Source: an optimization exercise on an open RTL-to-GDS flow (aim: small area, a short achievable clock period and few clock cycles per item). Production flows keep margins and buffers that such runs may drop.
Only simulation tests tie the RTL to the original design; equivalence was not proved.
Power figures rest on the tool's default switching activity, not on a simulated workload.

$ cat design.v
`timescale 1ns/100ps
package lb_pkg;
    localparam int N_REGIONS = 4;
    localparam int REGION_IDX_BITS = 2;
    localparam int N_LAYERS = REGION_IDX_BITS;
    localparam int N_PAIRS = N_REGIONS / 2;
    localparam int LAYER_BITS = (N_LAYERS > 1) ? $clog2(N_LAYERS) : 1;
    localparam logic [LAYER_BITS-1:0] LAST_LAYER = LAYER_BITS'(N_LAYERS - 1);
    localparam int QDEPTH = 16;
    localparam int QPTR_BITS = $clog2(QDEPTH);
    localparam int QCNT_BITS = $clog2(QDEPTH + 1);
    localparam logic [QCNT_BITS-1:0] Q_FULL_CNT = QCNT_BITS'(QDEPTH);
    localparam int LOAD_BITS = 4;
    localparam int OID_BITS = 16;
    localparam int META_BITS = 98;
    localparam int META_OID_LSB = 0;
    typedef logic [META_BITS-1:0] meta_t;
    typedef logic [OID_BITS-1:0] oid_t;
    typedef logic [LOAD_BITS-1:0] load_t;
    typedef logic [REGION_IDX_BITS-1:0] region_idx_t;
    typedef struct packed {
        oid_t  oid;
        load_t load;
    } region_stat_t;
    localparam int STAT_BITS = OID_BITS + LOAD_BITS;
    typedef logic [N_REGIONS*STAT_BITS-1:0] region_stats_t;
endpackage
`timescale 1ns/100ps
module meta_fifo (
    input  logic                aclk,
    input  logic                aresetn,
    input  logic                in_valid,
    output logic                in_ready,
    input  lb_pkg::meta_t       in_meta,
    input  lb_pkg::region_idx_t late_lb,
    output logic                head_valid,
    output lb_pkg::meta_t       head_meta,
    output lb_pkg::region_idx_t head_lb,
    input  logic                pop
);
    localparam int NE = lb_pkg::QDEPTH - 1;
    lb_pkg::meta_t       mem [NE];
    lb_pkg::region_idx_t lbm [NE];
    logic [NE-1:0] wr_en;
    logic [NE-1:0] rd_oh;
    logic [NE-1:0] lb_en;
    logic [3:0]    count;
    logic          full;
    logic push_fire;
    logic pop_fire;
    logic full_nx;
    assign in_ready   = !full;
    assign head_valid = (count != 4'd0);
    assign push_fire = in_valid && !full;
    assign pop_fire  = pop && head_valid;
    always_comb begin
        if (full) full_nx = !pop_fire;
        else      full_nx = (count == 4'(NE - 1)) && push_fire && !pop_fire;
    end
    always_ff @(posedge aclk) begin
        if (!aresetn) begin
            wr_en <= NE'(1);
            rd_oh <= NE'(1);
            lb_en <= '0;
            count <= '0;
            full  <= 1'b0;
        end else begin
            if (full_nx)                wr_en <= '0;
            else if (full && pop_fire)  wr_en <= rd_oh;
            else if (push_fire)         wr_en <= {wr_en[NE-2:0], wr_en[NE-1]};
            if (pop_fire) rd_oh <= {rd_oh[NE-2:0], rd_oh[NE-1]};
            lb_en <= push_fire ? wr_en : '0;
            case ({push_fire, pop_fire})
                2'b10:   count <= count + 4'd1;
                2'b01:   count <= count - 4'd1;
                default: count <= count;
            endcase
            full <= full_nx;
        end
    end
    always_ff @(posedge aclk) begin
        for (int i = 0; i < NE; i++) begin
            if (wr_en[i]) mem[i] <= in_meta;
            if (lb_en[i]) lbm[i] <= late_lb;
        end
    end
    always_comb begin
        head_meta = '0;
        head_lb   = '0;
        for (int i = 0; i < NE; i++) begin
            head_meta = head_meta | (in_meta & '0) | ({lb_pkg::META_BITS{rd_oh[i]}} & mem[i]);
        end
        if (|(rd_oh & lb_en)) begin
            head_lb = late_lb;
        end else begin
            for (int i = 0; i < NE; i++) begin
                head_lb = head_lb | ({lb_pkg::REGION_IDX_BITS{rd_oh[i]}} & lbm[i]);
            end
        end
    end
endmodule
`timescale 1ns/100ps
module least_load_tree (
    input  logic                  aclk,
    input  lb_pkg::region_stats_t region_stats,
    input  lb_pkg::oid_t          req_oid,
    output lb_pkg::region_idx_t   winner
);
    lb_pkg::load_t ld [lb_pkg::N_REGIONS];
    logic          om [lb_pkg::N_REGIONS];
    always_comb begin
        for (int i = 0; i < lb_pkg::N_REGIONS; i++) begin
            ld[i] = region_stats[i*lb_pkg::STAT_BITS +: lb_pkg::LOAD_BITS];
            om[i] = (region_stats[i*lb_pkg::STAT_BITS + lb_pkg::LOAD_BITS +: lb_pkg::OID_BITS]
                     == req_oid);
        end
    end
    function automatic logic beats(input lb_pkg::load_t a, input lb_pkg::load_t b,
                                   input logic m);
        logic lt;
        logic eq;
        lt = 1'b0;
        eq = 1'b1;
        for (int k = lb_pkg::LOAD_BITS - 1; k >= 0; k--) begin
            lt = lt | (eq & ~a[k] & b[k]);
            eq = eq & ~(a[k] ^ b[k]);
        end
        beats = lt | (eq & m);
    endfunction
    logic w01_q, w23_q;
    logic f02_q, f03_q, f12_q, f13_q;
    logic wf;
    always_ff @(posedge aclk) begin
        w01_q <= beats(ld[0], ld[1], om[0]);
        w23_q <= beats(ld[2], ld[3], om[2]);
        f02_q <= beats(ld[0], ld[2], om[0]);
        f03_q <= beats(ld[0], ld[3], om[0]);
        f12_q <= beats(ld[1], ld[2], om[1]);
        f13_q <= beats(ld[1], ld[3], om[1]);
    end
    always_comb begin
        case ({w01_q, w23_q})
            2'b11:   wf = f02_q;
            2'b10:   wf = f03_q;
            2'b01:   wf = f12_q;
            default: wf = f13_q;
        endcase
    end
    assign winner = wf ? {1'b0, ~w01_q} : {1'b1, ~w23_q};
endmodule
`timescale 1ns/100ps
module dispatch_ctrl (
    input  logic                aclk,
    input  logic                aresetn,
    input  logic                head_valid,
    input  lb_pkg::meta_t       head_meta,
    input  lb_pkg::region_idx_t head_lb,
    output logic                pop,
    output logic                proxy_valid,
    input  logic                proxy_ready,
    output lb_pkg::meta_t       proxy_meta,
    output lb_pkg::region_idx_t lb_ctrl
);
    assign pop = head_valid && (!proxy_valid || proxy_ready);
    always_ff @(posedge aclk) begin
        if (!aresetn) begin
            proxy_valid <= 1'b0;
        end else if (!proxy_valid || proxy_ready) begin
            proxy_valid <= head_valid;
        end
    end
    always_ff @(posedge aclk) begin
        if (pop) begin
            proxy_meta <= head_meta;
            lb_ctrl    <= head_lb;
        end
    end
endmodule
`timescale 1ns/100ps
module load_balancer (
    input  logic                  aclk,
    input  logic                  aresetn,
    input  logic                  meta_in_valid,
    output logic                  meta_in_ready,
    input  lb_pkg::meta_t         meta_in_data,
    input  lb_pkg::region_stats_t region_stats,
    output logic                  proxy_valid,
    input  logic                  proxy_ready,
    output lb_pkg::meta_t         proxy_meta,
    output lb_pkg::region_idx_t   lb_ctrl
);
    lb_pkg::region_idx_t late_lb;
    logic                head_valid;
    lb_pkg::meta_t       head_meta;
    lb_pkg::region_idx_t head_lb;
    logic                pop;
    least_load_tree least_load_tree_i (
        .aclk         (aclk),
        .region_stats (region_stats),
        .req_oid      (meta_in_data[lb_pkg::META_OID_LSB +: lb_pkg::OID_BITS]),
        .winner       (late_lb)
    );
    meta_fifo meta_fifo_i (
        .aclk       (aclk),
        .aresetn    (aresetn),
        .in_valid   (meta_in_valid),
        .in_ready   (meta_in_ready),
        .in_meta    (meta_in_data),
        .late_lb    (late_lb),
        .head_valid (head_valid),
        .head_meta  (head_meta),
        .head_lb    (head_lb),
        .pop        (pop)
    );
    dispatch_ctrl dispatch_ctrl_i (
        .aclk        (aclk),
        .aresetn     (aresetn),
        .head_valid  (head_valid),
        .head_meta   (head_meta),
        .head_lb     (head_lb),
        .pop         (pop),
        .proxy_valid (proxy_valid),
        .proxy_ready (proxy_ready),
        .proxy_meta  (proxy_meta),
        .lb_ctrl     (lb_ctrl)
    );
endmodule
$ cat run.sh
#!/bin/bash
# synth_recipe.tcl (not shown) runs the flow's synth.tcl, then flattens the netlist and writes it again
# the make line also repeats each setting of config.mk as NAME=value (left out here)
make -C /OpenROAD-flow-scripts/flow DESIGN_CONFIG=/design/flow/config.mk WORK_HOME=/design/flow/orfs CLKGATE_MAP_FILE= SYNTH_SCRIPT=/design/flow/synth_recipe.tcl finish
$ cat config.mk
export PLATFORM = sky130hd
export DESIGN_NAME = load_balancer
export DESIGN_NICKNAME = load_balancer
export VERILOG_FILES = /design/flow/design.v
export SDC_FILE = /design/flow/constraint.sdc
export NUM_CORES = 4
export LEC_CHECK = 0
export ABC_CLOCK_PERIOD_IN_PS = 2200
export CAP_MARGIN = 20
export CORE_MARGIN = 2
export CORE_UTILIZATION = 50
export PLACE_DENSITY = 0.65
export SETUP_SLACK_MARGIN = 2.8
export SLEW_MARGIN = 20
$ cat constraint.sdc
create_clock -name core_clock -period 5.0 [get_ports {aclk}]
set_input_delay 1.0000 -clock core_clock [delete_from_list [all_inputs] [get_ports {aclk}]]
set_output_delay 1.0000 -clock core_clock [all_outputs]
set_load 0.01 [all_outputs]
==> impl_results.md, run 1 <==
- Status: finished clean
- Area of the multi-input gates: 0.00890 mm²
- Synth Register Bits: 1657
- EDFF count, synth: 1600
- Layout cell share with drive strength beyond 1: 12.9%
- CORE AREA: 0.117 mm²
- Endpoints failing setup: 0
- Slew headroom: 23.8%
- Die Span X: 347 µm
- Wire per inst: 33.5 µm
- Number of distinct library cells after synthesis: 45
- Port bufs: 267
- Worst hold start: meta_fifo_i.lb_en[3]
- Clock Skews: 29.6 ps
- Via density: 6.62
- All-layer global routing usage: 27.3%
- Synth Instances: 3035
- Hold_buf cts: 0
- GRT met1 Usage: 36.8%
- Residual DRC count: 0
- Synthesized cell area: 0.0589 mm²
- Largest net degree at the start of global routing: 119
- Avg Inst Size Synth: 19.4 µm²
- Worst-margin pin slew: 1140 ps
- Lkg Pwr: 21.3 nW
- Clk slew on worst S/H paths: 60 ps
- Post-synth top area share: 81.6%
- Crit path cell chain: buf_2
- Top post-synthesis cells by count: 1600 x edfxtp_1, 427 x a22oi_1, 121 x clkbuf_1
- Max Cap Violations: 0
- Clock Sink Count: 1657
- Max Slew Vio Count: 0
- CP max stage cell: edfxtp_1
- Vias in the first global route: 32900
- Total CTS buffers: 161
- Hold Vio Cnt, Final: 0
- Peak VDD IR: 0.000556 V
- Highest Clock Rate: 0.408 GHz
- First-pass GRT wire length: 234000 µm
- CP Capture Type: output port
- Total number of vias: 33100
- Syn. warnings: 7
- CTS tree: yes
- DRC marker count from the first detailed-route iteration: 4973
- Biggest area consumer among synthesized cells: edfxtp_1
- I/O pin count: 284
- H-tree depth: 4
- R2R Path Start: meta_fifo_i.full
- Final HPWL DP: 74400 µm
- Post-route ant nets: 0
- RSZ-0062 raised after global routing: true
- GPL Wtd Cong: 0.814
- Seq/Total Area, Yosys: 83.5%
- Asr flop ratio synth: 0%
- CP Buf/Inv Count: 1
- Tightest Hold Check Type: reg -> reg
- Pwr dens: 458 mW/mm²
- Die H: 347 µm
- Root buffer cell: clkbuf_16
- Row count: 125
- Critical Path Fanout Max: 1
- Full die area: 0.121 mm²
- Top-count cell post-synth: edfxtp_1
- Critical path startpoint: dispatch_ctrl_i.proxy_meta[96]
- Crit-path leading delay family: flip-flops
- Routed wire length: 167000 µm
- Drt pass-1 iters: 6
- Synthesized Nets: 3227
- Clk Latency, worst-skew pair: 770 ps
- Critical Path Max Stage Delay: 500 ps
- Ranking of synthesized cells by area: edfxtp_1 82%, a22oi_1 5.4%, dfxtp_1 1.9%, a222oi_1 1.7%, a221oi_1 1.5%
- Layout fillers: 8292
- Final period utilization: 49.0%
- M3 GR Usage: 4.51%
- Clock Tree Buf Depth: 3
- Fin util: 58.7%
- Area growth syn-to-layout: 16.2%
- Met2 usage: 45.8%
- Initial core utilization: 50.5%
- Total Nets Final: 3536
- Gr ovfl total: 0
- Worst path arrival time: 1450 ps
- Crit path time final: 2450 ps
- FF/Latch Area: 0.0493 mm²
- Setup TNS: 0 ps
- Antenna violations before repair: 19
- Grt peak-use layer: met2
- Startpoint types: register
- Required time of the worst setup path: 4000 ps
- WS Path Type: reg -> out
- Ys flop type: edfxtp_1
layer usage:
metal	wire length, µm	vias to the layer above
met3	17700	302
li1	-	13600
met2	83000	2159
met4	4000	20
met1	62500	17100
met5	124	-
final timing paths:
kind | to | slack, ps | depth (start not counted)
setup reg to reg | meta_fifo_i.count[3] | 2830 | 11
setup / recovery | proxy_meta[96] | 2550 | 1
hold / removal | meta_fifo_i.lbm[3][0] | 500 | 0
hold reg to reg | meta_fifo_i.lbm[3][0] | 500 | 0
power by group:
| part | total, W | switching (W) | leakage [nW] | internal [W] |
|---|---|---|---|---|
| clock | 0.0114 | 0.00496 | 2.43 | 0.00646 |
| sequential | 0.0166 | 0.000483 | 15.1 | 0.0161 |
| combinational | 0.00330 | 0.00204 | 3.75 | 0.00125 |
| total | 0.0313 | 0.00749 | 21.3 | 0.0238 |
final cells by class:
| type | count | share of cell area [%] |
|---|---|---|
| Antenna cell | 7 | 0.0256 |
| Inverter | 17 | 0.101 |
| Clock buffer | 210 | 6.38 |
| Multi-Input combinational cell | 1167 | 13.0 |
| Timing Repair Buffer | 340 | 4.72 |
| Sequential cell | 1657 | 72.1 |
| Tap cell | 1524 | 2.79 |
| Clock inverter | 78 | 0.878 |
cells by family (layout without fill, tap and decap cells):
logic type | Yosys count | count (layout) | synth area share [%]
buffers and inverters | 211 | 645 | 1.45
DFF | 1657 | 1657 | 83.5
and+or+nand+nor | 299 | 299 | 3.03
other | 0 | 7 | 0
muxes | 2 | 2 | 0.0553
AOI/OAI and AO/OA | 803 | 803 | 10.9
adders and majority gates | 11 | 11 | 0.242
xor gates and xnor gates | 52 | 52 | 0.774
sequential cells by signal, summed over array words and instances (netlist names), 2 cells and up:
signal / count
meta_fifo_i.mem: 1470
dispatch_ctrl_i.proxy_meta: 98
meta_fifo_i.lbm: 30
meta_fifo_i.lb_en: 15
meta_fifo_i.rd_oh: 15
meta_fifo_i.wr_en: 15
meta_fifo_i.count: 4
dispatch_ctrl_i.lb_ctrl: 2
through the flow:
| step | hold slack (ps) | cells | area, µm² | setup slack [ps] | power, W |
|---|---|---|---|---|---|
| 3_3_place_gp | 484 | 4681 | 63500 | 1590 | 0.0204 |
| 2_1_floorplan | 464 | 3035 | 58900 | 1940 | 0.0183 |
| 4_1_cts | 505 | 4986 | 68300 | 2520 | 0.0314 |
| 5_1_grt | 519 | 4996 | 68400 | 2520 | 0.0322 |
| 3_5_place_dp | 491 | 4681 | 63500 | 1490 | 0.0204 |
| 6_report | 504 | 5000 | 68400 | 2550 | 0.0313 |
timing repair:
action                     CTS  global route
pin swaps                    3             5
resized for setup          455            29
setup endpoints to repair  314           113
buffers inserted            16             7
cloned                       1             0
cells in the final DEF (no fill, tap or decap), types with 10 or more instances in the layout:
cell,synthesis,final
buf_6,2,10
xnor2_1,48,48
clkdlybuf4s50_1,0,147
o21ai_0,22,22
a22oi_1,427,427
clkbuf_2,0,10
inv_1,17,16
nand2_1,38,38
clkinv_2,0,23
a221oi_1,103,103
buf_12,0,31
clkinv_1,0,35
edfxtp_1,1600,1600
clkbuf_16,0,167
dfxtp_4,0,32
and3_1,113,113
a21oi_1,24,23
clkbuf_1,121,41
buf_4,0,30
nand4_1,112,112
a222oi_1,102,102
a22o_1,98,98
a21boi_0,15,14
buf_2,36,97
dfxtp_1,57,23
Testbench counts, summed over its fixed seeds: cycles 3,216, items 3,200.
==> run 2, diff against run 1 <==
--- a/config.mk
+++ b/config.mk
@@ -11,2 +11,4 @@
 export CORE_UTILIZATION = 50
+export CTS_CLUSTER_DIAMETER = 100
+export CTS_CLUSTER_SIZE = 30
 export PLACE_DENSITY = 0.65
==> impl_results.md, run 2 <==
- Status: finished clean (unchanged)
- Worst hold start: meta_fifo_i.lb_en[4] (was meta_fifo_i.lb_en[3])
- Top Registers: meta_fifo_i.mem (1470), dispatch_ctrl_i.proxy_meta (98), meta_fifo_i.lbm (30) (unchanged)
- CP Capture Type: output port (unchanged)
- Clock power frac: 24.9% (was 36.5%)
- Port bufs: 267 (unchanged)
- CTS tree: yes (unchanged)
- Crit path time final: 2410 ps (was 2450 ps)
- Setup TNS: 0 ps (unchanged)
- Synth Instances: 3035 (unchanged)
- Post-route ant nets: 0 (unchanged)
- Critical path startpoint: dispatch_ctrl_i.proxy_meta[96] (unchanged)
- Drt pass-1 iters: 8 (was 6)
- H-tree depth: 3 (was 4)
- Endpoints failing setup: 0 (unchanged)
- Clk slew on worst S/H paths: 120 ps (was 60 ps)
- Biggest area consumer among synthesized cells: edfxtp_1 (unchanged)
- Grt peak-use layer: met2 (unchanged)
- Avg Inst Size Synth: 19.4 µm² (unchanged)
- Full die area: 0.121 mm² (unchanged)
- Clk Latency, worst-skew pair: 700 ps (was 770 ps)
- Highest Clock Rate: 0.416 GHz (was 0.408 GHz)
- Top-count cell post-synth: edfxtp_1 (unchanged)
- Final period utilization: 48.1% (was 49.0%)
- Max Cap Violations: 0 (unchanged)
- Sw Pwr: 0.00650 W (was 0.00749 W)
- Asr flop ratio synth: 0% (unchanged)
- Syn. warnings: 7 (unchanged)
- Total Nets Final: 3440 (was 3536)
- Ranking of synthesized cells by area: edfxtp_1 82%, a22oi_1 5.4%, dfxtp_1 1.9%, a222oi_1 1.7%, a221oi_1 1.5% (unchanged)
- Row count: 125 (unchanged)
- First-pass GRT wire length: 230000 µm (was 234000 µm)
- EDFF count, synth: 1600 (unchanged)
- Critical Path Fanout Max: 1 (unchanged)
- Layout cell share with drive strength beyond 1: 9.71% (was 12.9%)
- CORE AREA: 0.117 mm² (unchanged)
- Vias in the first global route: 31800 (was 32900)
- Post-synth top area share: 81.6% (unchanged)
- Total CTS buffers: 66 (was 161)
- All-layer global routing usage: 26.9% (was 27.3%)
- M3 GR Usage: 4.24% (was 4.51%)
- Synth Register Bits: 1657 (unchanged)
- Reg with most FFs: meta_fifo_i.mem (unchanged)
- Crit-path leading delay family: flip-flops (unchanged)
- Critical Path Max Stage Delay: 510 ps (was 500 ps)
- Most frequent cells in the layout: 1600 x edfxtp_1, 427 x a22oi_1, 147 x clkdlybuf4s50_1 (was 1600 x edfxtp_1, 427 x a22oi_1, 167 x clkbuf_16)
- Seq/Total Area, Yosys: 83.5% (unchanged)
- Residual DRC count: 0 (unchanged)
- Peak VDD IR: 0.000574 V (was 0.000556 V)
- Clock Sink Count: 1657 (unchanged)
- RSZ-0062 raised after global routing: true (unchanged)
- Routed wire length: 165000 µm (was 167000 µm)
- CP Buf/Inv Count: 1 (unchanged)
- Gr ovfl total: 0 (unchanged)
- Top post-synthesis cells by count: 1600 x edfxtp_1, 427 x a22oi_1, 121 x clkbuf_1 (unchanged)
- DRC marker count from the first detailed-route iteration: 5030 (was 4973)
- Antenna violations before repair: 18 (was 19)
- Fin util: 56.1% (was 58.7%)
- Commonest non-fill, non-tap cell in the layout: edfxtp_1 (unchanged)
- Ys flop type: edfxtp_1 (unchanged)
- Pwr dens: 404 mW/mm² (was 458 mW/mm²)
- Layout fillers: 8534 (was 8292)
- Clock Tree Buf Depth: 3 (unchanged)
- Worst path arrival time: 1410 ps (was 1450 ps)
- Pint: 0.0199 W (was 0.0238 W)
- Required time of the worst setup path: 4000 ps (about the same)
- Total number of vias: 32400 (was 33100)
- Lkg Pwr: 19.7 nW (was 21.3 nW)
- Tightest Hold Check Type: reg -> reg (unchanged)
- GPL Wtd Cong: 0.814 (unchanged)
- Sequential cell fraction of total power: 62.7% (was 53.0%)
- R2R setup slack: 2800 ps (was 2830 ps)
- Final HPWL DP: 74400 µm (unchanged)
- Combinational share of power: 12.4% (was 10.5%)
- CP max stage cell: edfxtp_1 (unchanged)
- Max reg flops: 1470 (unchanged)
- Largest net degree at the start of global routing: 119 (unchanged)
- Number of distinct library cells after synthesis: 45 (unchanged)
- Hold Vio Cnt, Final: 0 (unchanged)
- WS Path Type: reg -> out (unchanged)
- Hold_buf cts: 0 (unchanged)
- Crit path cell chain: buf_2 (unchanged)
- Sw frac: 24.6% (was 23.9%)
- Slew headroom: 23.5% (was 23.8%)
- I/O pin count: 284 (unchanged)
- Initial core utilization: 50.5% (unchanged)
- R2R Path Start: meta_fifo_i.rd_oh[13] (was meta_fifo_i.full)
- GRT met1 Usage: 36.3% (was 36.8%)
- Synthesized cell area: 0.0589 mm² (unchanged)
- Die H: 347 µm (unchanged)
- Via density: 6.73 (was 6.62)
- Synthesized Nets: 3227 (unchanged)
- Die Span X: 347 µm (unchanged)
- Clock Skews: 53.9 ps (was 29.6 ps)
- Root buffer cell: clkbuf_16 (unchanged)
- Startpoint types: register (unchanged)
- Worst-margin pin slew: 1150 ps (was 1140 ps)
- Met2 usage: 45.6% (was 45.8%)
- Area growth syn-to-layout: 10.9% (was 16.2%)
- Wire per inst: 34.4 µm (was 33.5 µm)
- Max Slew Vio Count: 0 (unchanged)
## run 2: cell count changes in the layout (fill, tap and decap cells not counted), sizes merged
cell / change
bufinv: -6
clkbuf: -123
clkdlybuf4s15: +6
clkinv: -65
clkinvlp: -1
dlygate4sd2: -5
## run 2: path summary, 6_finish.rpt
| kind | endpoint | cells after the start |
|---|---|---|
| worst max-delay path | proxy_meta[96] | 1 |
| worst min-delay path | meta_fifo_i.lbm[4][1] | 0 |
| worst max register to register | dispatch_ctrl_i.lb_ctrl[0] | 5 |
| worst min register to register | meta_fifo_i.lbm[4][1] | 0 |
## run 2: logic make-up (layout without fill, tap and decap cells)
kind of cell               after synthesis  after routing  share of synthesized area, %
DFF                                   1657           1657                          83.5
AOI/OAI and AO/OA                      803            803                          10.9
and+or+nand+nor                        299            299                          3.03
buffers and inverters                  211            451                          1.45
xor gates and xnor gates                52             52                         0.774
adders and majority gates               11             11                         0.242
muxes                                    2              2                        0.0553
other                                    0              7                             0
## run 2: cell type report
cell class | instances | area, µm² | area share, %
antenna | 7 | 17.5 | 0.0268
clock buffer | 89 | 1800 | 2.76
clock inverter | 6 | 73.8 | 0.113
inverter | 17 | 68.8 | 0.105
multi-input combinational | 1167 | 8900 | 13.6
sequential | 1657 | 49300 | 75.5
tap | 1524 | 1910 | 2.92
timing repair buffer | 339 | 3230 | 4.95
## run 2: layer usage
| layer | up-vias | wire [µm] | share of wire, % |
|---|---|---|---|
| met2 | 2029 | 81900 | 50 |
| li1 | 13200 | - | - |
| met3 | 259 | 17500 | 11 |
| met4 | 20 | 3910 | 2.4 |
| met1 | 16800 | 61900 | 37 |
| met5 | - | 122 | 0.074 |
## run 2: stage by stage
step / std cells / setup slack (ps) / hold slack, ps / total power, W / instance area, µm²
2_1_floorplan: 3035 / 1940 / 464 / 0.0183 / 58900
3_3_place_gp: 4681 / 1590 / 484 / 0.0204 / 63500
3_5_place_dp: 4681 / 1490 / 491 / 0.0204 / 63500
4_1_cts: 4796 / 2570 / 513 / 0.0265 / 65300
5_1_grt: 4802 / 2580 / 521 / 0.0272 / 65300
6_report: 4806 / 2590 / 518 / 0.0264 / 65300
## run 2: power groups by stage
stage	clock network (W)	logic (W)	registers [W]
floorplan	0	0.00145	0.0168
CTS	0.00666	0.00327	0.0166
global route	0.00708	0.00349	0.0166
detailed placement	0	0.00349	0.0169
finish	0.00657	0.00328	0.0166
global placement	0	0.00343	0.0169
## run 2: timing repair
item | CTS | global route
setup endpoints to repair | 319 | 109
pin swaps | 5 | 2
gates cloned | 1 | 0
hold endpoints to repair | 0 | 0
gates resized for setup | 475 | 22
setup buffers | 19 | 3
==> run 3, diff against run 2 <==
--- a/config.mk
+++ b/config.mk
@@ -7,3 +7,3 @@
 export LEC_CHECK = 0
-export ABC_CLOCK_PERIOD_IN_PS = 2200
+export ABC_CLOCK_PERIOD_IN_PS = 2500
 export CAP_MARGIN = 20
@@ -11,6 +11,4 @@
 export CORE_UTILIZATION = 50
-export CTS_CLUSTER_DIAMETER = 100
-export CTS_CLUSTER_SIZE = 30
 export PLACE_DENSITY = 0.65
-export SETUP_SLACK_MARGIN = 2.8
+export SETUP_SLACK_MARGIN = 2.5
 export SLEW_MARGIN = 20
==> impl_results.md, run 3 <==
- Post-Synth Adder-Cell Area: 0.242% (unchanged)
- Max Cap Violations: 0 (unchanged)
- Layout fillers: 8255 (was 8534)
- Vias in the first global route: 33300 (was 31800)
- CTS tree: yes (unchanged)
- FF/Latch Area: 0.0493 mm² (about the same)
- Setup TNS: 0 ps (unchanged)
- Seq/Total Area, Yosys: 83.5% (unchanged)
- Synth Instances: 3035 (unchanged)
- Clock power frac: 37.5% (was 24.9%)
- Drt pass-1 iters: 6 (was 8)
- Routed wire length: 161000 µm (was 165000 µm)
- Highest Clock Rate: 0.407 GHz (was 0.416 GHz)
- Status: finished clean (unchanged)
- Fin util: 58.9% (was 56.1%)
- Total Nets Final: 3519 (was 3440)
- Wire per inst: 32.2 µm (was 34.4 µm)
- Lkg Pwr: 21.4 nW (was 19.7 nW)
- Crit path cell chain: dlygate4sd2_1 (was buf_2)
- Combinational share of power: 10.1% (was 12.4%)
- GPL Wtd Cong: 0.824 (was 0.814)
- Initial core utilization: 50.5% (unchanged)
- Final period utilization: 49.2% (was 48.1%)
- Endpoints failing setup: 0 (unchanged)
- Synth Register Bits: 1657 (unchanged)
- Ranking of synthesized cells by area: edfxtp_1 82%, a22oi_1 5.4%, dfxtp_1 1.9%, a222oi_1 1.7%, a221oi_1 1.5% (unchanged)
- Critical Path Fanout Max: 1 (unchanged)
- Row count: 125 (unchanged)
- Number of distinct library cells after synthesis: 45 (unchanged)
- Worst-margin pin slew: 1150 ps (about the same)
- Die H: 347 µm (unchanged)
- Critical Path Max Stage Delay: 410 ps (was 510 ps)
- I/O pin count: 284 (unchanged)
- Synthesized cell area: 0.0589 mm² (unchanged)
- Sw frac: 23.5% (was 24.6%)
- Final HPWL DP: 73000 µm (was 74400 µm)
- Pwr dens: 463 mW/mm² (was 404 mW/mm²)
- Largest net degree at the start of global routing: 119 (unchanged)
- Total CTS buffers: 162 (was 66)
- Syn. warnings: 7 (unchanged)
- Design Power: 0.0318 W (was 0.0264 W)
- Reg with most FFs: meta_fifo_i.mem (unchanged)
- CP Buf/Inv Count: 1 (unchanged)
- Clk Latency, worst-skew pair: 750 ps (was 700 ps)
- Top post-synthesis cells by count: 1600 x edfxtp_1, 427 x a22oi_1, 121 x clkbuf_1 (unchanged)
- Pint: 0.0243 W (was 0.0199 W)
- CP Capture Type: output port (unchanged)
- Hold_buf cts: 0 (unchanged)
- Max Slew Vio Count: 0 (unchanged)
- Crit-path leading delay family: flip-flops (unchanged)
- Largest family of logic cells by synthesized area: compound AO/OA/AOI/OAI gates (unchanged)
- Via density: 6.60 (was 6.73)
- Clock Tree Buf Depth: 3 (unchanged)
- Clk slew on worst S/H paths: 60 ps (was 120 ps)
- Post-synthesis mux area share: 0.0553% (unchanged)
- Clock Sink Count: 1657 (unchanged)
- Residual DRC count: 0 (unchanged)
- WS Path Type: reg -> out (unchanged)
- Gr ovfl total: 0 (unchanged)
- All-layer global routing usage: 26.3% (was 26.9%)
- Peak VDD IR: 0.000623 V (was 0.000574 V)
- Total number of vias: 32900 (was 32400)
- CP max stage cell: edfxtp_1 (unchanged)
- Xor/xnor cell area share of the yosys netlist: 0.774% (unchanged)
- Root buffer cell: clkbuf_16 (unchanged)
- Ys flop type: edfxtp_1 (unchanged)
- Required time of the worst setup path: 4000 ps (about the same)
- Clock Skews: 16.4 ps (was 53.9 ps)
- Max reg flops: 1470 (unchanged)
- R2R Path Start: meta_fifo_i.rd_oh[4] (was meta_fifo_i.rd_oh[13])
- Critical path startpoint: dispatch_ctrl_i.proxy_meta[68] (was dispatch_ctrl_i.proxy_meta[96])
- Commonest non-fill, non-tap cell in the layout: edfxtp_1 (unchanged)
- Slew headroom: 23.3% (was 23.5%)
- Port bufs: 267 (unchanged)
- EDFF count, synth: 1600 (unchanged)
- Sw Pwr: 0.00746 W (was 0.00650 W)
- Synth Area in Simple Gates: 3.03% (unchanged)
- Die Span X: 347 µm (unchanged)
- Biggest area consumer among synthesized cells: edfxtp_1 (unchanged)
- Asr flop ratio synth: 0% (unchanged)
- Tightest Hold Check Type: reg -> reg (unchanged)
- Most frequent cells in the layout: 1600 x edfxtp_1, 427 x a22oi_1, 168 x clkbuf_16 (was 1600 x edfxtp_1, 427 x a22oi_1, 147 x clkdlybuf4s50_1)
- Avg Inst Size Synth: 19.4 µm² (unchanged)
- Antenna violations before repair: 15 (was 18)
- Hold Vio Cnt, Final: 0 (unchanged)
- Layout cell share with drive strength beyond 1: 9.66% (was 9.71%)
- CORE AREA: 0.117 mm² (unchanged)
- RSZ-0062 raised after global routing: true (unchanged)
- H-tree depth: 4 (was 3)
- Sequential cell fraction of total power: 52.4% (was 62.7%)
- Synthesized Nets: 3227 (unchanged)
- Worst path arrival time: 1460 ps (was 1410 ps)
- Full die area: 0.121 mm² (unchanged)
- DRC marker count from the first detailed-route iteration: 4932 (was 5030)
- Crit path time final: 2460 ps (was 2410 ps)
- Compound-gate portion of the synthesized area: 10.9% (unchanged)
- Area of the multi-input gates: 0.00887 mm² (was 0.00890 mm²)
- Post-route ant nets: 0 (unchanged)
- Worst hold start: meta_fifo_i.lb_en[14] (was meta_fifo_i.lb_en[4])
- Top-count cell post-synth: edfxtp_1 (unchanged)
- Post-synth top area share: 81.6% (unchanged)
- First-pass GRT wire length: 229000 µm (was 230000 µm)
- Startpoint types: register (unchanged)
- Area growth syn-to-layout: 16.6% (was 10.9%)
- Top Registers: meta_fifo_i.mem (1470), dispatch_ctrl_i.proxy_meta (98), meta_fifo_i.lbm (30) (unchanged)
- WHS: 502 ps (was 518 ps)
-- run 3: repair_timing --
| item | CTS | global route |
|---|---|---|
| buffers inserted | 2 | 3 |
| cloned | 1 | 0 |
| resized for setup | 150 | 22 |
| endpoints found under the setup margin | 109 | 16 |
| hold endpoints to repair | 0 | 0 |
-- run 3: path summary, 6_finish.rpt --
check	depth (start not counted)	slack, ps	to
setup / recovery	1	2540	proxy_meta[68]
hold / removal	0	500	meta_fifo_i.lbm[14][1]
setup reg to reg	4	2610	dispatch_ctrl_i.proxy_meta[92]
hold reg to reg	0	500	meta_fifo_i.lbm[14][1]
-- run 3: layout make-up --
cell class / count / area share [%]
flip-flops and latches: 1657 / 71.8
multi-input cells: 1167 / 12.9
well taps: 1524 / 2.78
clock inverters: 87 / 1.21
inverters: 17 / 0.0929
diodes: 7 / 0.0255
repair buffers: 322 / 4.77
clock buffers: 208 / 6.40
-- run 3: worst register-to-register path: stages, from the launching register on --
cell and delay [ps]:
dfxtp_4 910, buf_4 660, a222oi_1 210, and3_1 190
nand4_1 220
-- run 3: kinds of logic after synthesis --
logic type      after synthesis
simple gates                299
flops                      1657
mux                           2
compound gates              803
xor+xnor                     52
fa+ha+maj                    11
buf+inv                     211
-- run 3: metrics by stage --
step / instance area (µm²) / setup WS, ps / instances
after global placement: 63500 / 1590 / 4681
after detailed placement: 63500 / 1470 / 4681
final: 68700 / 2540 / 4989
after floorplan: 58900 / 1940 / 3035
after CTS: 68600 / 2380 / 4979
after global routing: 68700 / 2470 / 4988
-- run 3: power by group through the flow --
stage	registers (W)	logic, W	clock network [W]
6_report	0.0166	0.00322	0.0119
5_1_grt	0.0167	0.00346	0.0127
4_1_cts	0.0167	0.00326	0.0121
3_5_place_dp	0.0170	0.00349	0
3_3_place_gp	0.0170	0.00342	0
2_1_floorplan	0.0168	0.00145	0
-- run 3: layer usage --
layer / track usage [%] / routed length (µm) / vias up
li1: - / - / 13500
met1: 35.5 / 60800 / 17000
met2: 43.9 / 79900 / 2088
met3: 4.73 / 16200 / 286
met4: 7.91 / 3780 / 12
met5: 0 / 70 / -
==> run 4, diff against run 3 <==
==> flow/run.sh (new file) <==
#!/bin/bash
# the standard layout, with two changes:
# - port buffers are plain buffers rather than the delay cells buffer_ports picks
# - before resizing, each output register is placed next to its port buffer
set -e
here=$(pwd)
export BUFFER_PORTS_ARGS="-buffer_cell sky130_fd_sc_hd__buf_1"
export PRE_RESIZE_TCL="$here/flow/move_out_ffs.tcl"
bash standard.sh > standard.log 2>&1
==> flow/move_out_ffs.tcl (new file) <==
# PRE_RESIZE hook: put each flip-flop that drives an output port buffer next
# to that buffer, so the register-to-output paths use short wires; detailed
# placement legalizes the moved cells afterwards
set block [ord::get_db_block]
set core [$block getCoreArea]
set cx0 [$core xMin]; set cy0 [$core yMin]; set cx1 [$core xMax]; set cy1 [$core yMax]
set step 8000
set moved 0
foreach bt [$block getBTerms] {
  if {[$bt getIoType] != "OUTPUT"} { continue }
  set net [$bt getNet]
  if {$net == "NULL"} { continue }
  set buf ""
  foreach it [$net getITerms] { if {[$it isOutputSignal]} { set buf [$it getInst] } }
  if {$buf == ""} { continue }
  set n2 ""
  foreach it [$buf getITerms] { if {[$it isInputSignal]} { set n2 [$it getNet] } }
  if {$n2 == "" || $n2 == "NULL"} { continue }
  set ff ""
  foreach it [$n2 getITerms] { if {[$it isOutputSignal]} { set ff [$it getInst] } }
  if {$ff == ""} { continue }
  if {![[$ff getMaster] isSequential]} { continue }
  # only a flop whose output feeds this buffer alone
  if {[llength [$n2 getITerms]] != 2} { continue }
  lassign [$buf getLocation] bx by
  set bb [$bt getBBox]
  set px [$bb xMin]; set py [$bb yMin]
  # step from the buffer away from the pin, into the core
  set dx 0; set dy 0
  if {$px <= $cx0} { set dx $step } elseif {$px >= $cx1} { set dx -$step } elseif {$py <= $cy0} { set dy $step } else { set dy -$step }
  set x [expr {$bx + $dx}]; set y [expr {$by + $dy}]
  set x [expr {max($cx0, min($x, $cx1 - 20000))}]
  set y [expr {max($cy0, min($y, $cy1 - 3000))}]
  $ff setLocation $x $y
  incr moved
}
puts "move_out_ffs: moved $moved output flip-flops next to their port buffers"
==> standard.sh (new file) <==
#!/bin/bash
# synth_recipe.tcl (not shown) runs the flow's synth.tcl, then flattens the netlist and writes it again
# the make line also repeats each setting of config.mk as NAME=value (left out here)
make -C /OpenROAD-flow-scripts/flow DESIGN_CONFIG=/design/flow/config.mk WORK_HOME=/design/flow/orfs CLKGATE_MAP_FILE= SYNTH_SCRIPT=/design/flow/synth_recipe.tcl "${@:-finish}"
--- a/config.mk
+++ b/config.mk
@@ -7,3 +7,3 @@
 export LEC_CHECK = 0
-export ABC_CLOCK_PERIOD_IN_PS = 2500
+export ABC_CLOCK_PERIOD_IN_PS = 2200
 export CAP_MARGIN = 20
@@ -11,4 +11,6 @@
 export CORE_UTILIZATION = 50
+export CTS_CLUSTER_DIAMETER = 100
+export CTS_CLUSTER_SIZE = 30
 export PLACE_DENSITY = 0.65
-export SETUP_SLACK_MARGIN = 2.5
+export SETUP_SLACK_MARGIN = 2.8
 export SLEW_MARGIN = 20
removed: run.sh
==> impl_results.md, run 4 <==
- Status: finished clean (unchanged)
- CP Buf/Inv Count: 1 (unchanged)
- DR top layer: met5 (unchanged)
- Total Nets Final: 3439 (was 3519)
- EDFF count, synth: 1600 (unchanged)
- Ranking of synthesized cells by area: edfxtp_1 82%, a22oi_1 5.4%, dfxtp_1 1.9%, a222oi_1 1.7%, a221oi_1 1.5% (unchanged)
- Crit path time final: 2310 ps (was 2460 ps)
- RSZ-0062 raised after global routing: true (unchanged)
- Area growth syn-to-layout: 8.98% (was 16.6%)
- Reg2Reg Depth: 9 (was 4)
- Die Span X: 347 µm (unchanged)
- Final worst slack: 2690 ps (was 2540 ps)
- Initial core utilization: 50.5% (unchanged)
- Reg with most FFs: meta_fifo_i.mem (unchanged)
- Syn. warnings: 7 (unchanged)
- All-layer global routing usage: 26.6% (was 26.3%)
- Endpoints failing setup: 0 (unchanged)
- Asr flop ratio synth: 0% (unchanged)
- Top Registers: meta_fifo_i.mem (1470), dispatch_ctrl_i.proxy_meta (98), meta_fifo_i.lbm (30) (unchanged)
- Drt pass-1 iters: 6 (unchanged)
- Total CTS buffers: 61 (was 162)
- H-tree depth: 2 (was 4)
- Critical Path Fanout Max: 1 (unchanged)
- Clk slew on worst S/H paths: 120 ps (was 60 ps)
- Max Slew Vio Count: 0 (unchanged)
- Residual DRC count: 0 (unchanged)
- Clock Sink Count: 1657 (unchanged)
- CORE AREA: 0.117 mm² (unchanged)
- CP Capture Type: output port (unchanged)
- Dpl cells: 4682 (was 4681)
- Hold_buf cts: 0 (unchanged)
- I/O pin count: 284 (unchanged)
- Port bufs: 267 (unchanged)
- Highest Clock Rate: 0.433 GHz (was 0.407 GHz)
- Max reg flops: 1470 (unchanged)
- WHS: 508 ps (was 502 ps)
- CP max stage cell: edfxtp_1 (unchanged)
- Worst Hold Depth: 0 (unchanged)
- Largest net degree at the start of global routing: 119 (unchanged)
- Required time of the worst setup path: 4000 ps (about the same)
- FF-to-FF End: meta_fifo_i.count[3] (was dispatch_ctrl_i.proxy_meta[92])
- Post-synth top area share: 81.6% (unchanged)
- CTS tree: yes (unchanged)
- Most frequent cells in the layout: 1600 x edfxtp_1, 427 x a22oi_1, 163 x buf_1 (was 1600 x edfxtp_1, 427 x a22oi_1, 168 x clkbuf_16)
- Biggest area consumer among synthesized cells: edfxtp_1 (unchanged)
- Met2 WL: 80600 µm (was 79900 µm)
- Pwr dens: 404 mW/mm² (was 463 mW/mm²)
- Startpoint types: register (unchanged)
- Pre-CTS setup slack: 1820 ps (was 1470 ps)
- Met3 Wirelength: 16500 µm (was 16200 µm)
- Synth Instances: 3035 (unchanged)
- Min-Delay Endpoint: meta_fifo_i.lbm[13][1] (was meta_fifo_i.lbm[14][1])
- WS Path Type: reg -> out (unchanged)
- Clock Skews: 26.6 ps (was 16.4 ps)
- Wire per inst: 34.1 µm (was 32.2 µm)
- Routed wire length: 164000 µm (was 161000 µm)
- Synth Register Bits: 1657 (unchanged)
- Gr ovfl total: 0 (unchanged)
- DRC marker count from the first detailed-route iteration: 4689 (was 4932)
- Peak VDD IR: 0.000329 V (was 0.000623 V)
- Synthesized Nets: 3227 (unchanged)
- Critical Path Max Stage Delay: 440 ps (was 410 ps)
- Seq/Total Area, Yosys: 83.5% (unchanged)
- Root buffer cell: clkbuf_16 (unchanged)
- GPL Wtd Cong: 0.842 (was 0.824)
- Fin util: 55.1% (was 58.9%)
- Crit-path leading delay family: flip-flops (unchanged)
- Post-Layout Cell Count: 4805 (was 4989)
- Total number of vias: 32500 (was 32900)
- Avg Inst Size Synth: 19.4 µm² (unchanged)
- First-pass GRT wire length: 229000 µm (about the same)
- Final HPWL DP: 73700 µm (was 73000 µm)
- Lkg Pwr: 19.2 nW (was 21.4 nW)
- Row count: 125 (unchanged)
- Via density: 6.76 (was 6.60)
- Commonest non-fill, non-tap cell in the layout: edfxtp_1 (unchanged)
- Slew headroom: 21.9% (was 23.3%)
- Top post-synthesis cells by count: 1600 x edfxtp_1, 427 x a22oi_1, 121 x clkbuf_1 (unchanged)
- Vias in the first global route: 31600 (was 33300)
- Post-route ant nets: 0 (unchanged)
- Full die area: 0.121 mm² (unchanged)
- Max Cap Violations: 0 (unchanged)
- Hold Vio Cnt, Final: 0 (unchanged)
- Layout cell share with drive strength beyond 1: 8.95% (was 9.66%)
- Antenna violations before repair: 22 (was 15)
- Final period utilization: 46.2% (was 49.2%)
- Synthesized cell area: 0.0589 mm² (unchanged)
- Crit path cell chain: clkbuf_2 (was dlygate4sd2_1)
- Clk Latency, worst-skew pair: 740 ps (was 750 ps)
- Worst hold start: meta_fifo_i.lb_en[13] (was meta_fifo_i.lb_en[14])
- Clock Tree Buf Depth: 3 (unchanged)
- Top-count cell post-synth: edfxtp_1 (unchanged)
- R2R setup slack: 2730 ps (was 2610 ps)
- Ys flop type: edfxtp_1 (unchanged)
- Setup TNS: 0 ps (unchanged)
- Tightest Hold Check Type: reg -> reg (unchanged)
- Worst-margin pin slew: 1170 ps (was 1150 ps)
- Worst path arrival time: 1310 ps (was 1460 ps)
- WL met1: 61900 µm (was 60800 µm)
- Die H: 347 µm (unchanged)
- R2R Path Start: meta_fifo_i.count[0] (was meta_fifo_i.rd_oh[4])
- Number of distinct library cells after synthesis: 45 (unchanged)
[run 4: changes by cell type in the layout (fill, tap and decap cells not counted), moves of 37 or more]
cell and change:
clkbuf_16 -105, clkbuf_2 +93, clkinv_1 -37, clkdlybuf4s50_1 -148, buf_1 +163, dlygate4sd2_1 -91
[run 4: timing repair]
| action | in CTS | in global routing |
|---|---|---|
| gates resized for setup | 18 | 117 |
| pin swaps | 1 | 3 |
| buffers inserted | 20 | 6 |
| endpoints found under the setup margin | 195 | 112 |
| cloned | 0 | 0 |
[run 4: how the worst max path moves through the flow]
stage	from	end	slack [ps]	depth (start not counted)
finish	dispatch_ctrl_i.proxy_meta[12]	proxy_meta[12]	2690	1
global route	meta_fifo_i.count[0]	meta_fifo_i.count[3]	2650	9
CTS	dispatch_ctrl_i.proxy_meta[97]	proxy_meta[97]	2650	1
detailed placement	meta_in_data[15]	least_load_tree_i.f03_q	1820	6
global placement	meta_in_data[15]	least_load_tree_i.f03_q	1930	6
floorplan	proxy_ready	meta_fifo_i.count[3]	1940	11
[run 4: cell type report]
type	count	area, µm²
Fill cell	8681	52400
Timing Repair Buffer	343	2280
Clock buffer	87	1670
Sequential cell	1657	49300
Clock inverter	2	38.8
Tap cell	1524	1910
Multi-Input combinational cell	1167	8880
Antenna cell	8	20.0
Inverter	17	68.8
[run 4: metrics by stage]
stage / instance area (µm²) / total power [W]
3_5_place_dp: 61800 / 0.0198
5_1_grt: 64200 / 0.0267
4_1_cts: 63900 / 0.0259
6_report: 64200 / 0.0259
3_3_place_gp: 61800 / 0.0197
2_1_floorplan: 58900 / 0.0183
[run 4: cell families (layout without fill, tap and decap cells)]
family,count (synthesis),in the layout,share of synthesized area (%)
compound gates,803,803,10.9
xor+xnor,52,52,0.774
fa+ha+maj,11,11,0.242
buf+inv,211,449,1.45
flops,1657,1657,83.5
mux,2,2,0.0553
other cells,0,8,0
simple gates,299,299,3.03
[run 4: where the power goes]
part	switching, W	internal (W)	leakage, nW
Sequential	0.000401	0.0161	15.1
Clock	0.00388	0.00235	0.821
Combinational	0.00209	0.00114	3.32
Total	0.00638	0.0195	19.2
[run 4: routing by layer]
layer | up-vias | track usage [%]
met5 | - | 0
met4 | 24 | 7.46
met3 | 308 | 4.02
met2 | 1984 | 44.5
met1 | 16900 | 36.5
li1 | 13200 | -
[run 4: worst register-to-register path, cell delays in order, from the launching register on]
cell,delay (ps)
dfxtp_4,370
nor4_4,350
nor2_4,80
ha_4,180
ha_1,270
a21o_1,190
a21oi_2,220
xnor2_2,90
or3_1,330
a21boi_1,130
==> run 5, diff against run 4 <==
--- a/design.v
+++ b/design.v
@@ -46,2 +46,3 @@
     logic [NE-1:0] lb_en;
+    logic          pushed;
     logic [3:0]    count;
@@ -51,2 +52,7 @@
     logic full_nx;
+    logic up;
+    logic dn;
+    logic [3:0] count_inc;
+    logic [3:0] count_dec;
+    logic       count_14;
     assign in_ready   = !full;
@@ -55,6 +61,14 @@
     assign pop_fire  = pop && head_valid;
+    assign up        = push_fire && !pop_fire;
+    assign dn        = pop_fire && !push_fire;
+    assign count_inc = count + 4'd1;
+    assign count_dec = count - 4'd1;
+    assign count_14  = (count == 4'(NE - 1));
     always_comb begin
         if (full) full_nx = !pop_fire;
-        else      full_nx = (count == 4'(NE - 1)) && push_fire && !pop_fire;
-    end
+        else      full_nx = count_14 && up;
+    end
+    assign lb_en = !pushed ? '0
+                 : full    ? {rd_oh[0], rd_oh[NE-1:1]}
+                 :           {wr_en[0], wr_en[NE-1:1]};
     always_ff @(posedge aclk) begin
@@ -63,4 +77,4 @@
             rd_oh <= NE'(1);
-            lb_en <= '0;
-            count <= '0;
+            pushed <= 1'b0;
+            count  <= '0;
             full  <= 1'b0;
@@ -71,8 +85,5 @@
             if (pop_fire) rd_oh <= {rd_oh[NE-2:0], rd_oh[NE-1]};
-            lb_en <= push_fire ? wr_en : '0;
-            case ({push_fire, pop_fire})
-                2'b10:   count <= count + 4'd1;
-                2'b01:   count <= count - 4'd1;
-                default: count <= count;
-            endcase
+            pushed <= push_fire;
+            if (up)      count <= count_inc;
+            else if (dn) count <= count_dec;
             full <= full_nx;
==> impl_results.md, run 5 <==
- Number of distinct library cells after synthesis: 50 (was 45)
- Ranking of synthesized cells by area: edfxtp_1 82%, a22oi_1 5.3%, a222oi_1 1.7%, a221oi_1 1.5%, a22o_1 1.5% (was edfxtp_1 82%, a22oi_1 5.4%, dfxtp_1 1.9%, a222oi_1 1.7%, a221oi_1 1.5%)
- Routed wire length: 167000 µm (was 164000 µm)
- First-pass GRT wire length: 233000 µm (was 229000 µm)
- Synthesized cell area: 0.0588 mm² (was 0.0589 mm²)
- Critical Path Max Stage Delay: 380 ps (was 440 ps)
- Vias in the first global route: 32400 (was 31600)
- Full die area: 0.120 mm² (was 0.121 mm²)
- Total number of vias: 32700 (was 32500)
- Required time of the worst setup path: 4000 ps (about the same)
- Worst-margin pin slew: 1080 ps (was 1170 ps)
- Peak VDD IR: 0.000442 V (was 0.000329 V)
- Grt peak-use layer: met2 (unchanged)
- Clock Tree Buf Depth: 3 (unchanged)
- CP max stage cell: dfxtp_4 (was edfxtp_1)
- EDFF count, synth: 1600 (unchanged)
- H-tree depth: 2 (unchanged)
- I/O pin count: 284 (unchanged)
- Clk slew on worst S/H paths: 120 ps (about the same)
- Lkg Pwr: 19.2 nW (about the same)
- Pwr dens: 407 mW/mm² (was 404 mW/mm²)
- Row count: 125 (unchanged)
- DRC marker count from the first detailed-route iteration: 5228 (was 4689)
- Wire per inst: 34.5 µm (was 34.1 µm)
- Max reg flops: 1470 (unchanged)
- Die H: 347 µm (about the same)
- Initial core utilization: 50.5% (about the same)
- Avg Inst Size Synth: 19.3 µm² (was 19.4 µm²)
- CTS tree: yes (unchanged)
- Top post-synthesis cells by count: 1600 x edfxtp_1, 415 x a22oi_1, 119 x clkbuf_1 (was 1600 x edfxtp_1, 427 x a22oi_1, 121 x clkbuf_1)
- All-layer global routing usage: 27.0% (was 26.6%)
- WS Path Type: reg -> out (unchanged)
- Crit-path leading delay family: flip-flops (unchanged)
- GRT met1 Usage: 37.0% (was 36.5%)
- Die Span X: 347 µm (about the same)
- M3 GR Usage: 4.81% (was 4.02%)
- Total CTS buffers: 61 (unchanged)
- Worst path arrival time: 1420 ps (was 1310 ps)
- Synthesized Nets: 3236 (was 3227)
- Clk Latency, worst-skew pair: 730 ps (was 740 ps)
- CP Buf/Inv Count: 2 (was 1)
- Post-route ant nets: 0 (unchanged)
- Final HPWL DP: 77400 µm (was 73700 µm)
- Startpoint types: register (unchanged)
- Antenna violations before repair: 18 (was 22)
- Root buffer cell: clkbuf_16 (unchanged)
- Fin util: 55.2% (was 55.1%)
- Setup TNS: 0 ps (unchanged)
- Max Cap Violations: 0 (unchanged)
- Seq/Total Area, Yosys: 83.2% (was 83.5%)
- CORE AREA: 0.116 mm² (was 0.117 mm²)
- Drt pass-1 iters: 9 (was 6)
- Tightest Hold Check Type: reg -> reg (unchanged)
- Top-count cell post-synth: edfxtp_1 (unchanged)
- Final period utilization: 48.3% (was 46.2%)
- Clock Sink Count: 1643 (was 1657)
- Commonest non-fill, non-tap cell in the layout: edfxtp_1 (unchanged)
- Clock Skews: 47.0 ps (was 26.6 ps)
- Hold_buf cts: 0 (unchanged)
- Largest net degree at the start of global routing: 87 (was 119)
- Most frequent cells in the layout: 1600 x edfxtp_1, 415 x a22oi_1, 158 x buf_1 (was 1600 x edfxtp_1, 427 x a22oi_1, 163 x buf_1)
- Hold Vio Cnt, Final: 0 (unchanged)
- Asr flop ratio synth: 0% (unchanged)
- Gr ovfl total: 0 (unchanged)
- Met2 usage: 44.7% (was 44.5%)
- Residual DRC count: 0 (unchanged)
- Endpoints failing setup: 0 (unchanged)
- Highest Clock Rate: 0.414 GHz (was 0.433 GHz)
- Syn. warnings: 7 (unchanged)
- Synth Register Bits: 1643 (was 1657)
- GPL Wtd Cong: 0.853 (was 0.842)
- Slew headroom: 28.1% (was 21.9%)
- Status: finished clean (unchanged)
- Max Slew Vio Count: 0 (unchanged)
- CP Capture Type: output port (unchanged)
- Crit path cell chain: clkinvlp_4 -> clkbuf_2 (was clkbuf_2)
- Critical Path Fanout Max: 2 (was 1)
- Synth Instances: 3044 (was 3035)
- Area growth syn-to-layout: 9.31% (was 8.98%)
- Port bufs: 267 (unchanged)
- Ys flop type: edfxtp_1 (unchanged)
- RSZ-0062 raised after global routing: true (unchanged)
- Biggest area consumer among synthesized cells: edfxtp_1 (unchanged)
- Crit path time final: 2420 ps (was 2310 ps)
- Top Registers: meta_fifo_i.mem (1470), dispatch_ctrl_i.proxy_meta (98), meta_fifo_i.lbm (30) (unchanged)
- Post-synth top area share: 81.7% (was 81.6%)
- Total Nets Final: 3458 (was 3439)
- Via density: 6.75 (was 6.76)
- Reg with most FFs: meta_fifo_i.mem (unchanged)
- Layout cell share with drive strength beyond 1: 9.94% (was 8.95%)
- Layout fillers: 8729 (was 8681)
run 5: cell types whose count changed after synthesis, moves of 6 or more:
cell,delta
mux2i_1,+16
nand4_1,-6
nand2_1,+22
xor2_1,+28
a21boi_1,+8
and3_1,-14
o21ai_0,-16
xnor2_1,-29
nor4_1,+6
nor2b_1,+13
a22oi_1,-12
a21boi_0,-8
dfxtp_1,-14
run 5: kinds of logic after synthesis:
kind of cell / count (synthesis) / share of synthesized area, %
AND/OR/NAND/NOR: 319 / 3.17
flip-flops: 1643 / 83.2
multiplexers: 19 / 0.353
buffers and inverters: 211 / 1.48
adder cells (fa/ha/maj): 17 / 0.351
AO/OA/AOI/OAI: 784 / 10.7
XOR/XNOR: 51 / 0.760
run 5: worst reg2reg max path, cell delays in order, from the launching register on:
cell and delay [ps]:
dfxtp_4 950, mux2i_1 230, o22ai_1 220, nor4_2 80, and3_4 210, mux2_4 340
run 5: layer usage:
metal / routed length (µm) / vias up
li1: - / 13300
met4: 5020 / 24
met1: 62700 / 17000
met2: 80800 / 2151
met5: 147 / -
met3: 18700 / 293
run 5: worst paths after layout:
check | cells past startpoint | slack, ps | to | start
worst max-delay path | 2 | 2580 | meta_in_ready | meta_fifo_i.full
worst min-delay path | 2 | 560 | dispatch_ctrl_i.proxy_meta[8] | meta_fifo_i.mem[7][8]
worst max register to register | 5 | 2690 | dispatch_ctrl_i.lb_ctrl[0] | meta_fifo_i.wr_en[3]
worst min register to register | 2 | 560 | dispatch_ctrl_i.proxy_meta[8] | meta_fifo_i.mem[7][8]
run 5: area by class of cell:
class | instances | area (µm²) | share of cell area [%]
antenna | 6 | 15.0 | 0.0234
timing repair buffer | 353 | 2280 | 3.55
clock buffer | 112 | 1760 | 2.74
multi-input combinational | 1190 | 9150 | 14.2
inverter | 17 | 82.6 | 0.128
clock inverter | 4 | 48.8 | 0.0759
tap | 1524 | 1910 | 2.97
sequential | 1643 | 49000 | 76.3
run 5: per-stage QoR:
step,power (W),area [µm²],hold WS (ps),std cells,setup WS (ps)
floorplan,0.0183,59000,485,3044,2270
global placement,0.0198,61600,523,4700,1600
detailed placement,0.0199,61600,526,4700,1590
CTS,0.0262,64000,563,4836,2560
global route,0.0270,64300,592,4847,2560
finish,0.0262,64300,563,4849,2580
run 5: report_power, final:
group	switching (W)	internal, W	total [W]
clock network	0.00392	0.00243	0.00636
logic	0.00228	0.00120	0.00348
registers	0.000391	0.0160	0.0164
total	0.00659	0.0196	0.0262
run 5: timing repair:
action / CTS / global route
cloned: 0 / 2
setup buffers: 20 / 5
resized for setup: 61 / 102
pin swaps: 2 / 4
endpoints found under the setup margin: 335 / 133
Testbench counts of run 5, summed over its fixed seeds: cycles 3,216, items 3,200.
==> run 6, diff against run 5 <==
--- a/config.mk
+++ b/config.mk
@@ -7,2 +7,3 @@
 export LEC_CHECK = 0
+export ABC_AREA = 1
 export ABC_CLOCK_PERIOD_IN_PS = 2200
@@ -10,6 +11,6 @@
 export CORE_MARGIN = 2
-export CORE_UTILIZATION = 50
+export CORE_UTILIZATION = 65
 export CTS_CLUSTER_DIAMETER = 100
 export CTS_CLUSTER_SIZE = 30
-export PLACE_DENSITY = 0.65
+export PLACE_DENSITY = 0.75
 export SETUP_SLACK_MARGIN = 2.8
==> impl_results.md, run 6 <==
- Clk Latency, worst-skew pair: 690 ps (was 730 ps)
- All-layer global routing usage: 32.2% (was 27.0%)
- CTS tree: yes (unchanged)
- Top-count cell post-synth: edfxtp_1 (unchanged)
- Worst Hold Depth: 2 (unchanged)
- Final period utilization: 46.6% (was 48.3%)
- Post-synth top area share: 79.2% (was 81.7%)
- Crit path time final: 2330 ps (was 2420 ps)
- Critical Path Max Stage Delay: 430 ps (was 380 ps)
- Layout fillers: 5864 (was 8729)
- Hold_buf cts: 0 (unchanged)
- EDFF count, synth: 1600 (unchanged)
- Status: finished clean (unchanged)
- Total CTS buffers: 60 (was 61)
- Die Span X: 310 µm (was 347 µm)
- Clock Skews: 14.0 ps (was 47.0 ps)
- Max Cap Violations: 0 (unchanged)
- Asr flop ratio synth: 0% (unchanged)
- Top post-synthesis cells by count: 1600 x edfxtp_1, 1126 x nand2_1, 195 x nand3_1 (was 1600 x edfxtp_1, 415 x a22oi_1, 119 x clkbuf_1)
- Synthesized cell area: 0.0607 mm² (was 0.0588 mm²)
- Clock Sink Count: 1643 (unchanged)
- Seq/Total Area, Yosys: 80.6% (was 83.2%)
- Synthesized Nets: 4194 (was 3236)
- CORE AREA: 0.0929 mm² (was 0.116 mm²)
- CP Capture Type: output port (unchanged)
- Reg with most FFs: meta_fifo_i.mem (unchanged)
- Max Slew Vio Count: 0 (unchanged)
- H-tree depth: 2 (unchanged)
- Min-Delay Endpoint: dispatch_ctrl_i.proxy_meta[54] (was dispatch_ctrl_i.proxy_meta[8])
- Routed wire length: 157000 µm (was 167000 µm)
- Max reg flops: 1470 (unchanged)
- Total number of vias: 35600 (was 32700)
- Highest Clock Rate: 0.430 GHz (was 0.414 GHz)
- CP max stage cell: dfxtp_4 (unchanged)
- Commonest non-fill, non-tap cell in the layout: edfxtp_1 (unchanged)
- WHS: 546 ps (was 563 ps)
- R2R Path Start: meta_fifo_i.rd_oh[13] (was meta_fifo_i.wr_en[3])
- Grt peak-use layer: met2 (unchanged)
- Layout cell share with drive strength beyond 1: 7.46% (was 9.94%)
- Residual DRC count: 0 (unchanged)
- Synth Instances: 4002 (was 3044)
- CP Buf/Inv Count: 2 (unchanged)
- First-pass GRT wire length: 220000 µm (was 233000 µm)
- Most frequent cells in the layout: 1600 x edfxtp_1, 1124 x nand2_1, 195 x nand3_1 (was 1600 x edfxtp_1, 415 x a22oi_1, 158 x buf_1)
- Full die area: 0.0958 mm² (was 0.120 mm²)
- Root buffer cell: clkbuf_16 (unchanged)
- Syn. warnings: 7 (unchanged)
- R2R setup slack: 2810 ps (was 2690 ps)
- Hold Vio Cnt, Final: 0 (unchanged)
- Drt pass-1 iters: 8 (was 9)
- Required time of the worst setup path: 4000 ps (about the same)
- GRT met1 Usage: 46.2% (was 37.0%)
- Startpoint types: register (unchanged)
- Worst-margin pin slew: 1170 ps (was 1080 ps)
- Pwr dens: 494 mW/mm² (was 407 mW/mm²)
- Pre-CTS setup slack: 1580 ps (was 1590 ps)
- Via density: 6.43 (was 6.75)
- Post-route ant nets: 0 (unchanged)
- Reg2Reg Depth: 5 (unchanged)
- I/O pin count: 284 (unchanged)
- Worst path arrival time: 1330 ps (was 1420 ps)
- Slew headroom: 21.9% (was 28.1%)
- Area growth syn-to-layout: 8.13% (was 9.31%)
- Peak VDD IR: 0.000478 V (was 0.000442 V)
- Die H: 310 µm (was 347 µm)
- Avg Inst Size Synth: 15.2 µm² (was 19.3 µm²)
- GPL Wtd Cong: 0.816 (was 0.853)
- WS Path Type: reg -> out (unchanged)
- Largest net degree at the start of global routing: 94 (was 87)
- Biggest area consumer among synthesized cells: edfxtp_1 (unchanged)
- FF/Latch Area: 0.0490 mm² (about the same)
- Total Nets Final: 4442 (was 3458)
- Initial core utilization: 65.3% (was 50.5%)
- Gr ovfl total: 0 (unchanged)
- Critical Path Fanout Max: 5 (was 2)
- Vias in the first global route: 33100 (was 32400)
- Final worst slack: 2670 ps (was 2580 ps)
- Ranking of synthesized cells by area: edfxtp_1 79%, nand2_1 7.0%, a221oi_1 1.8%, nand3_1 1.6%, a22o_1 1.6% (was edfxtp_1 82%, a22oi_1 5.3%, a222oi_1 1.7%, a221oi_1 1.5%, a22o_1 1.5%)
- Row count: 112 (was 125)
- Fin util: 70.6% (was 55.2%)
- Synth Register Bits: 1643 (unchanged)
- Clk slew on worst S/H paths: 110 ps (was 120 ps)
- Clock Tree Buf Depth: 3 (unchanged)
- Endpoints failing setup: 0 (unchanged)
- Crit path cell chain: clkinv_8 -> buf_6 (was clkinvlp_4 -> clkbuf_2)
- Tightest Hold Check Type: reg -> reg (unchanged)
- M3 GR Usage: 5.34% (was 4.81%)
- Antenna violations before repair: 18 (unchanged)
- Top Registers: meta_fifo_i.mem (1470), dispatch_ctrl_i.proxy_meta (98), meta_fifo_i.lbm (30) (unchanged)
- Crit-path leading delay family: flip-flops (unchanged)
- Ys flop type: edfxtp_1 (unchanged)
- Port bufs: 267 (unchanged)
- Final HPWL DP: 77100 µm (was 77400 µm)
- Lkg Pwr: 21.5 nW (was 19.2 nW)
- Number of distinct library cells after synthesis: 39 (was 50)
- Wire per inst: 28.2 µm (was 34.5 µm)
- FF-to-FF End: dispatch_ctrl_i.proxy_meta[15] (was dispatch_ctrl_i.lb_ctrl[0])
- Met2 usage: 52.1% (was 44.7%)
- RSZ-0062 raised after global routing: true (unchanged)
- DRC marker count from the first detailed-route iteration: 5440 (was 5228)
- Setup TNS: 0 ps (unchanged)
- Worst hold start: meta_fifo_i.mem[9][54] (was meta_fifo_i.mem[7][8])
- Area of the multi-input gates: 0.0106 mm² (was 0.00915 mm²)
==> run 6: cell count changes after synthesis, sizes merged, moves of 64 or more <==
cell,before,now
a222oi,100,0
and3,100,17
a22oi,415,0
buf,74,138
nor2,3,96
a211oi,0,67
nand2,60,1135
clkbuf,120,47
nand3,6,198
==> run 6: metal layers <==
| layer | vias to the layer above | wire length, µm |
|---|---|---|
| li1 | 15400 | - |
| met5 | - | 158 |
| met4 | 24 | 4300 |
| met1 | 17500 | 57000 |
| met2 | 2471 | 75200 |
| met3 | 301 | 19900 |
==> run 6: cell families (layout without fill, tap and decap cells) <==
group	count (synthesis)	after routing	share of synthesized area, %
AO/OA/AOI/OAI	420	420	5.23
AND/OR/NAND/NOR	1620	1621	11.3
buffers and inverters	261	546	1.96
flip-flops	1643	1643	80.6
adder cells (fa/ha/maj)	10	10	0.219
other	0	5	0
XOR/XNOR	48	48	0.693
==> run 6: layout make-up <==
class / count / area share (%)
Clock inverter: 2 / 0.0153
Timing Repair inverter: 1 / 0.0114
Antenna cell: 5 / 0.0191
Multi-Input combinational cell: 2099 / 16.2
Tap cell: 1254 / 2.39
Inverter: 76 / 0.479
Clock buffer: 98 / 2.54
Sequential cell: 1643 / 74.7
Timing Repair Buffer: 369 / 3.60
==> run 6: repair_timing <==
action,in CTS,in global routing
pin swaps,1,4
resized for setup,35,101
setup buffers,17,23
gates cloned,1,2
setup endpoints to repair,405,124
hold endpoints to repair,0,0
==> run 6: worst max-delay path by stage <==
| stage | from | end | slack, ps | depth (start not counted) |
|---|---|---|---|---|
| after floorplan | proxy_ready | dispatch_ctrl_i.lb_ctrl[0] | 1870 | 5 |
| after global placement | proxy_ready | dispatch_ctrl_i.proxy_meta[4] | 1570 | 6 |
| after detailed placement | proxy_ready | dispatch_ctrl_i.proxy_meta[56] | 1580 | 6 |
| after CTS | meta_fifo_i.full | meta_in_ready | 2390 | 2 |
| after global routing | meta_fifo_i.full | meta_in_ready | 2640 | 2 |
| final | meta_fifo_i.full | meta_in_ready | 2670 | 2 |
==> run 6: through the flow <==
stage	power, W	std cells	cell area, µm²
floorplan	0.0219	4002	60800
global placement	0.0252	5398	63000
detailed placement	0.0255	5399	63000
CTS	0.0320	5517	65100
global route	0.0335	5545	65600
finish	0.0324	5547	65600
==> run 6: worst min-delay path, cell delays in order (launching register included) <==
cell and delay [ps]:
edfxtp_1 340, a211oi_1 60, nand2_1 50
==> run 6: power breakdown <==
part / total (W) / internal (W) / switching [W]
Clock: 0.00606 / 0.00231 / 0.00375
Combinational: 0.00921 / 0.00290 / 0.00632
Sequential: 0.0172 / 0.0161 / 0.00108

## port drivers added, routing unchanged
No port has a modelled driver above. Below, the same layouts with a new extraction and two added sets of constraints.
Step 1 (the two cells are an assumption about what drives the block):
set clk [get_ports {aclk}]
set_driving_cell -lib_cell sky130_fd_sc_hd__clkbuf_16 $clk
set_driving_cell -lib_cell sky130_fd_sc_hd__buf_2 [delete_from_list [all_inputs] $clk]
Step 2 also shifts input and output timing later by t, the mid clock arrival at the registers, as if the neighbouring blocks saw the same clock.
a / b / c = ideal / step 1 / step 2; a / b = the first two.
run | t, ns | setup slack, ns | hold slack, ns | worst slew at a driven data input, ns
run 1 | 0.832 | 2.549 / 2.471 / 1.974 | 0.504 / 0.504 / 0.504 | 0.16
run 2 | 0.752 | 2.593 / 2.514 / 2.054 | 0.518 / 0.518 / 0.518 | 0.16
run 3 | 0.820 | 2.541 / 2.461 / 1.886 | 0.502 / 0.502 / 0.502 | 0.19
run 4 | 0.797 | 2.690 / 2.609 / 2.001 | 0.508 / 0.508 / 0.508 | 0.15
run 5 | 0.786 | 2.583 / 2.507 / 2.020 | 0.563 / 0.563 / 0.563 | 0.17
run 6 | 0.756 | 2.672 / 2.599 / 2.166 | 0.546 / 0.546 / 0.546 | 0.17
After both steps every run listed still meets setup and hold. For run 4, which loses most, drivers alone change the setup slack by -0.081 ns; drivers and shift together by -0.689 ns.
